From an optimization exercise on the open Yosys and OpenROAD flow, aimed at small area, a short achievable clock period and few clock cycles per item; shortcuts taken in it are not production practice.
The RTL was checked by simulation tests, not by an equivalence proof against the original design.

Setup of rev 12:
==> flow/design.v <==
package gf_field_pkg;
  localparam int FIELD_W = 163;
  localparam int DIGIT_W = 41;
  localparam int NUM_DIGITS = 4;
  localparam int REST_W = (NUM_DIGITS - 1) * DIGIT_W;
  localparam int CHUNKS  = (FIELD_W + DIGIT_W - 1) / DIGIT_W;
  localparam int HALF_LO = DIGIT_W / 2;
  localparam int HALF_HI = DIGIT_W - HALF_LO;
  localparam int KARATSUBA_LEVELS = 1;
  typedef logic [FIELD_W-1:0] gf_elem_t;
  typedef logic [DIGIT_W-1:0] gf_digit_t;
endpackage
package mult_seq_pkg;
  localparam int NUM_STEPS = 4;
  typedef logic [NUM_STEPS-1:0] step_t;
endpackage
`timescale 1ns/1ns
module digit_feeder
(
  input  logic      clk,
  input  logic      rst_n,
  input  logic      start,
  input  gf_field_pkg::gf_elem_t  a,
  input  gf_field_pkg::gf_elem_t  b,
  output gf_field_pkg::gf_elem_t  a_reg,
  output logic [gf_field_pkg::CHUNKS*gf_field_pkg::HALF_HI-1:0] a_sum,
  output gf_field_pkg::gf_digit_t digit,
  output logic [gf_field_pkg::HALF_HI-1:0] d_sum,
  output mult_seq_pkg::step_t     step,
  output logic      running
);
  localparam int D = gf_field_pkg::DIGIT_W;
  localparam int R = gf_field_pkg::REST_W;
  localparam int C = gf_field_pkg::CHUNKS;
  localparam int L = gf_field_pkg::HALF_LO;
  localparam int U = gf_field_pkg::HALF_HI;
  logic [C*D-1:0]          a_pad;
  logic [C*U-1:0]          a_sum_in;
  logic [R-1:0]            b_sh;       
  gf_field_pkg::gf_digit_t nxt;        
  always_ff @(posedge clk or negedge rst_n) begin
    if (!rst_n) begin
      running <= 1'b0;
      step    <= '0;
    end else begin
      running <= start;
      if (!start)
        step <= '0;
      else if (!running)
        step <= mult_seq_pkg::step_t'(1);
      else
        step <= step << 1;
    end
  end
  assign nxt = running ? b_sh[R-1 -: D] : D'(b[gf_field_pkg::FIELD_W-1:R]);
  assign a_pad = (C*D)'(a);
  always_comb begin
    for (int m = 0; m < C; m++)
      a_sum_in[m*U +: U] = a_pad[m*D + L +: U] ^ U'(a_pad[m*D +: L]);
  end
  always_ff @(posedge clk) begin
    if (!running) begin
      a_reg <= a;
      a_sum <= a_sum_in;
      b_sh  <= b[R-1:0];
    end else begin
      b_sh  <= b_sh << D;
    end
    digit <= nxt;
    d_sum <= nxt[D-1:L] ^ U'(nxt[L-1:0]);
  end
endmodule
`timescale 1ns/1ns
module digit_mac
(
  input  logic      clk,
  input  gf_field_pkg::gf_elem_t  a_reg,
  input  logic [gf_field_pkg::CHUNKS*gf_field_pkg::HALF_HI-1:0] a_sum,
  input  gf_field_pkg::gf_digit_t digit,
  input  logic [gf_field_pkg::HALF_HI-1:0] d_sum,
  input  logic      first,
  output gf_field_pkg::gf_elem_t  acc,
  output gf_field_pkg::gf_elem_t  acc_next
);
  localparam int W  = gf_field_pkg::FIELD_W;
  localparam int D  = gf_field_pkg::DIGIT_W;
  localparam int WW = W + D;                    
  logic [W-1:0]  acc_fb;
  logic [WW-1:0] wide;
  assign acc_fb = first ? '0 : acc;
  localparam int NC = gf_field_pkg::CHUNKS;
  localparam int L  = gf_field_pkg::HALF_LO;
  localparam int U  = gf_field_pkg::HALF_HI;
  logic [NC*D-1:0] a_pad;
  logic [2*D-2:0]  prod [NC];
  assign a_pad = (NC*D)'(a_reg);
  for (genvar m = 0; m < NC; m++) begin : g_chunk
    logic [2*L-2:0] zl;
    logic [2*U-2:0] zh, zm;
    clmul_kara #(.N(L), .LEVELS(gf_field_pkg::KARATSUBA_LEVELS)) u_lo (
      .x (a_pad[m*D +: L]),
      .y (digit[L-1:0]),
      .z (zl)
    );
    clmul_kara #(.N(U), .LEVELS(gf_field_pkg::KARATSUBA_LEVELS)) u_hi (
      .x (a_pad[m*D + L +: U]),
      .y (digit[D-1:L]),
      .z (zh)
    );
    clmul_kara #(.N(U), .LEVELS(gf_field_pkg::KARATSUBA_LEVELS)) u_mid (
      .x (a_sum[m*U +: U]),
      .y (d_sum),
      .z (zm)
    );
    assign prod[m] = (2*D-1)'(zl)
                   ^ ((2*D-1)'(zm ^ zh ^ (2*U-1)'(zl)) << L)
                   ^ ((2*D-1)'(zh) << (2*L));
  end
  always_comb begin
    wide = {acc_fb, {D{1'b0}}};
    for (int m = 0; m < NC; m++)
      wide = wide ^ (WW'(prod[m]) << (m*D));
  end
  always_comb begin
    acc_next = wide[W-1:0];
    for (int j = 0; j < D; j++) begin
      acc_next[j]     = acc_next[j]     ^ wide[W+j];
      acc_next[j + 3] = acc_next[j + 3] ^ wide[W+j];
      acc_next[j + 6] = acc_next[j + 6] ^ wide[W+j];
      acc_next[j + 7] = acc_next[j + 7] ^ wide[W+j];
    end
  end
  always_ff @(posedge clk) acc <= acc_next;
endmodule
module clmul_kara #(
  parameter int N      = 28,
  parameter int LEVELS = 2
) (
  input  logic [N-1:0]   x,
  input  logic [N-1:0]   y,
  output logic [2*N-2:0] z
);
  if (LEVELS == 0 || N < 4) begin : g_school
    always_comb begin
      z = '0;
      for (int i = 0; i < N; i++)
        z = z ^ (((2*N-1)'(x) << i) & {(2*N-1){y[i]}});
    end
  end else begin : g_split
    localparam int L = N / 2;
    localparam int U = N - L;
    logic [2*L-2:0] zl;
    logic [2*U-2:0] zh, zm;
    clmul_kara #(.N(L), .LEVELS(LEVELS - 1)) u_lo (
      .x (x[L-1:0]),
      .y (y[L-1:0]),
      .z (zl)
    );
    clmul_kara #(.N(U), .LEVELS(LEVELS - 1)) u_hi (
      .x (x[N-1:L]),
      .y (y[N-1:L]),
      .z (zh)
    );
    clmul_kara #(.N(U), .LEVELS(LEVELS - 1)) u_mid (
      .x (x[N-1:L] ^ U'(x[L-1:0])),
      .y (y[N-1:L] ^ U'(y[L-1:0])),
      .z (zm)
    );
    assign z = (2*N-1)'(zl)
             ^ ((2*N-1)'(zm ^ zh ^ (2*U-1)'(zl)) << L)
             ^ ((2*N-1)'(zh) << (2*L));
  end
endmodule
`timescale 1ns/1ns
module result_stage
(
  input  logic     clk,
  input  logic     rst_n,
  input  logic     start,
  input  logic     last,
  input  gf_field_pkg::gf_elem_t acc,
  output gf_field_pkg::gf_elem_t p,
  output logic     done
);
  gf_field_pkg::gf_elem_t p_hold;    
  logic                   show;      
  always_ff @(posedge clk or negedge rst_n) begin
    if (!rst_n) begin
      p_hold <= '0;
      show   <= 1'b0;
      done   <= 1'b0;
    end else begin
      show <= start && last;
      if (show)
        p_hold <= acc;
      if (!start)
        done <= 1'b0;
      else if (last)
        done <= 1'b1;
    end
  end
  assign p = show ? acc : p_hold;
endmodule
`timescale 1ns/1ns
module gf_mult_top
(
  input  logic     clk,
  input  logic     rst_n,
  input  logic     start,
  input  gf_field_pkg::gf_elem_t a,
  input  gf_field_pkg::gf_elem_t b,
  output gf_field_pkg::gf_elem_t p,
  output logic     done
);
  gf_field_pkg::gf_elem_t              a_reg;
  gf_field_pkg::gf_digit_t             digit;
  logic [gf_field_pkg::CHUNKS*gf_field_pkg::HALF_HI-1:0] a_sum;
  logic [gf_field_pkg::HALF_HI-1:0]    d_sum;
  mult_seq_pkg::step_t                 step;
  logic                                running;
  gf_field_pkg::gf_elem_t              acc;
  gf_field_pkg::gf_elem_t              acc_next;
  digit_feeder u_feeder (
    .clk     (clk),
    .rst_n   (rst_n),
    .start   (start),
    .a       (a),
    .b       (b),
    .a_reg   (a_reg),
    .a_sum   (a_sum),
    .digit   (digit),
    .d_sum   (d_sum),
    .step    (step),
    .running (running)
  );
  digit_mac u_mac (
    .clk      (clk),
    .a_reg    (a_reg),
    .a_sum    (a_sum),
    .digit    (digit),
    .d_sum    (d_sum),
    .first    (step[0]),
    .acc      (acc),
    .acc_next (acc_next)
  );
  result_stage u_result (
    .clk      (clk),
    .rst_n    (rst_n),
    .start    (start),
    .last     (step[gf_field_pkg::NUM_DIGITS-1]),
    .acc      (acc),
    .p        (p),
    .done     (done)
  );
endmodule
export LEC_CHECK = 0
export CAP_MARGIN = 20
export CORE_MARGIN = 2
export CORE_UTILIZATION = 58
export CTS_CLUSTER_DIAMETER = 180
export CTS_CLUSTER_SIZE = 16
export PLACE_DENSITY = 0.66
export SETUP_SLACK_MARGIN = 4.5
export SLEW_MARGIN = 20
create_clock -name core_clock -period 8.0 [get_ports {clk}]
standard.sh (not shown) runs the stock make flow with config.mk's settings and CLKGATE_MAP_FILE= SYNTH_SCRIPT=/design/flow/synth_recipe.tcl, a recipe that flattens the netlist after the stock synthesis.
==> flow/flow/run.sh <==
#!/bin/bash
set -euo pipefail
export BUFFER_PORTS_ARGS="-buffer_cell sky130_fd_sc_hd__buf_1"
bash standard.sh > standard.log 2>&1
Testbench counts of rev 12, summed over its fixed seeds: cycles 2,304, items 384.
For rev 13, these inputs were changed with respect to rev 12:
--- a/flow/design.v
+++ b/flow/design.v
@@ -1,8 +1,8 @@
 package gf_field_pkg;
   localparam int FIELD_W = 163;
-  localparam int DIGIT_W = 41;
-  localparam int NUM_DIGITS = 4;
+  localparam int DIGIT_W = 33;
+  localparam int NUM_DIGITS = 5;
   localparam int REST_W = (NUM_DIGITS - 1) * DIGIT_W;
   localparam int CHUNKS  = (FIELD_W + DIGIT_W - 1) / DIGIT_W;
   localparam int HALF_LO = DIGIT_W / 2;
   localparam int HALF_HI = DIGIT_W - HALF_LO;
@@ -10,9 +10,9 @@
   typedef logic [FIELD_W-1:0] gf_elem_t;
   typedef logic [DIGIT_W-1:0] gf_digit_t;
 endpackage
 package mult_seq_pkg;
-  localparam int NUM_STEPS = 4;
+  localparam int NUM_STEPS = 5;
   typedef logic [NUM_STEPS-1:0] step_t;
 endpackage
 `timescale 1ns/1ns
 module digit_feeder
Findings:
Note that the final cell count recorded for rev 13 amounts to 0.850 times the value seen in rev 12. Compared with rev 12, in rev 13 effective utilization at floorplan has remained practically unchanged, number of sinks handled by clock tree synthesis has decreased, met1 routing resource usage after global routing has increased. Comparing core utilization for rev 13 and rev 12, the smaller number came from rev 13. Going from rev 12 to rev 13, the area share of buffers outside the clock network was found to have gone down by 0.88 points.
Testbench counts of rev 13, summed over its fixed seeds: cycles 2,688, items 384.

## trial 85
gf_mult_top, a different RTL version from the one above (not shown whole).
Size in the first run: roughly 7800 cells after synthesis, ~67000 um2 of cells after synthesis.
==> module result_stage, before the edit <==
module result_stage
(
  input  logic     clk,
  input  logic     rst_n,
  input  logic     start,
  input  logic     last,
  input  gf_field_pkg::gf_elem_t acc_next,
  output gf_field_pkg::gf_elem_t p,
  output logic     done
);
  always_ff @(posedge clk or negedge rst_n) begin
    if (!rst_n) begin
      p    <= '0;
      done <= 1'b0;
    end else if (!start) begin
      done <= 1'b0;   
    end else if (last) begin
      p    <= acc_next;
      done <= 1'b1;
    end
  end
endmodule
==> module gf_mult_top, before the edit <==
module gf_mult_top
(
  input  logic     clk,
  input  logic     rst_n,
  input  logic     start,
  input  gf_field_pkg::gf_elem_t a,
  input  gf_field_pkg::gf_elem_t b,
  output gf_field_pkg::gf_elem_t p,
  output logic     done
);
  gf_field_pkg::gf_elem_t              a_reg;
  gf_field_pkg::gf_digit_t             digit;
  logic [gf_field_pkg::CHUNKS*gf_field_pkg::HALF_HI-1:0] a_sum;
  logic [gf_field_pkg::HALF_HI-1:0]    d_sum;
  mult_seq_pkg::step_t                 step;
  logic                                running;
  gf_field_pkg::gf_elem_t              acc;
  gf_field_pkg::gf_elem_t              acc_next;
  digit_feeder u_feeder (
    .clk     (clk),
    .rst_n   (rst_n),
    .start   (start),
    .a       (a),
    .b       (b),
    .a_reg   (a_reg),
    .a_sum   (a_sum),
    .digit   (digit),
    .d_sum   (d_sum),
    .step    (step),
    .running (running)
  );
  digit_mac u_mac (
    .clk      (clk),
    .a_reg    (a_reg),
    .a_sum    (a_sum),
    .digit    (digit),
    .d_sum    (d_sum),
    .first    (step[0]),
    .acc      (acc),
    .acc_next (acc_next)
  );
  result_stage u_result (
    .clk      (clk),
    .rst_n    (rst_n),
    .start    (start),
    .last     (step[gf_field_pkg::NUM_DIGITS-1]),
    .acc_next (acc_next),
    .p        (p),
    .done     (done)
  );
endmodule
export LEC_CHECK = 0
export CAP_MARGIN = 20
export CORE_MARGIN = 2
export CORE_UTILIZATION = 50
export SETUP_SLACK_MARGIN = 4.5
export SLEW_MARGIN = 20
create_clock -name core_clock -period 8.0 [get_ports {clk}]
Scripts as last shown in full above: flow/flow/run.sh
Testbench counts of trial 85, summed over its fixed seeds: cycles 3,072, items 384.
#### Input delta (trial 39 over trial 85)
--- a/flow/design.v
+++ b/flow/design.v
@@ -1,8 +1,8 @@
 package gf_field_pkg;
   localparam int FIELD_W = 163;
-  localparam int DIGIT_W = 28;
-  localparam int NUM_DIGITS = 6;
+  localparam int DIGIT_W = 41;
+  localparam int NUM_DIGITS = 4;
   localparam int REST_W = (NUM_DIGITS - 1) * DIGIT_W;
   localparam int TOP_W  = FIELD_W - REST_W;
   localparam int CHUNKS  = (FIELD_W + DIGIT_W - 1) / DIGIT_W;
   localparam int HALF_LO = DIGIT_W / 2;
@@ -11,9 +11,9 @@
   typedef logic [FIELD_W-1:0] gf_elem_t;
   typedef logic [DIGIT_W-1:0] gf_digit_t;
 endpackage
 package mult_seq_pkg;
-  localparam int NUM_STEPS = 6;
+  localparam int NUM_STEPS = 4;
   typedef logic [NUM_STEPS-1:0] step_t;
 endpackage
 `timescale 1ns/1ns
 module digit_feeder
@@ -178,23 +178,30 @@
   input  logic     clk,
   input  logic     rst_n,
   input  logic     start,
   input  logic     last,
-  input  gf_field_pkg::gf_elem_t acc_next,
+  input  gf_field_pkg::gf_elem_t acc,
   output gf_field_pkg::gf_elem_t p,
   output logic     done
 );
+  gf_field_pkg::gf_elem_t p_hold;    
+  logic                   show;      
   always_ff @(posedge clk or negedge rst_n) begin
     if (!rst_n) begin
-      p    <= '0;
-      done <= 1'b0;
-    end else if (!start) begin
-      done <= 1'b0;   
-    end else if (last) begin
-      p    <= acc_next;
-      done <= 1'b1;
-    end
-  end
+      p_hold <= '0;
+      show   <= 1'b0;
+      done   <= 1'b0;
+    end else begin
+      show <= start && last;
+      if (show)
+        p_hold <= acc;
+      if (!start)
+        done <= 1'b0;
+      else if (last)
+        done <= 1'b1;
+    end
+  end
+  assign p = show ? acc : p_hold;
 endmodule
 `timescale 1ns/1ns
 module gf_mult_top
 (
@@ -241,9 +248,9 @@
     .clk      (clk),
     .rst_n    (rst_n),
     .start    (start),
     .last     (step[gf_field_pkg::NUM_DIGITS-1]),
-    .acc_next (acc_next),
+    .acc      (acc),
     .p        (p),
     .done     (done)
   );
 endmodule
==> run notes <==
Summary — multiplexer share of the synthesized area, trial 39 relative to trial 85: lower, by 1.4 points. dfrtp_4 as the slowest stage cell on the critical path was reported by trial 39, and xnor2_1 by trial 85. Comparing trial 85 and trial 39, post-synth design cell area is higher on trial 39. Sort trial 85 and trial 39 by cell area asc -> top: trial 85. For trial 39, the critical path class was reg -> out, unlike trial 85, where it was reg -> reg. Summary of trial 39 over trial 85: met1 track demand over resource picked up an extra 1.9 points; fraction of synthesized cell area in xor and xnor cells went up 4.7 points; routed wire length picked up an extra 32%; clock latency on the worst-skew pair up 0.05 ns; sequential cell count has remained practically unchanged. Total of fill cells in the finished design sits higher in trial 39 than in trial 85. Global-route usage in trial 39 vs trial 85: up 3.1 points. Comparing final-layout non-clock buffer area share for trial 85 and trial 39, the smaller number came from trial 39. In terms of hold slack, trial 85 and trial 39 differ only marginally.
Testbench counts of trial 39, summed over its fixed seeds: cycles 2,304, items 384.

[re-timing with driven ports]
The flow's constraints put no driver on any port. The routed layouts listed below were extracted and timed again, unchanged, in two steps. Step 1 sets driving cells, clkbuf_16 on the clock port and buf_2 on the other inputs (assumed; they add their load-dependent delay and slew). Step 2 times the ports against the registers' clock, not the clock port: input delays grow and output delays shrink by t, the midpoint of the rising clock arrivals with the driver on. Slacks: ideal / step 1 / step 2; pairs: ideal / step 1.
run	t (ns)	setup WS [ns]	slew at the worst register clock pin (ns)
rev 12	0.837	4.208 / 4.121 / 4.384	0.11 / 0.11
rev 13	0.806	4.252 / 4.159 / 4.460	0.11 / 0.11
trial 85	0.814	4.313 / 4.313 / 4.313	0.08 / 0.08
trial 39	0.863	4.132 / 4.036 / 4.396	0.10 / 0.10
After both steps setup and hold are still met in every run listed.
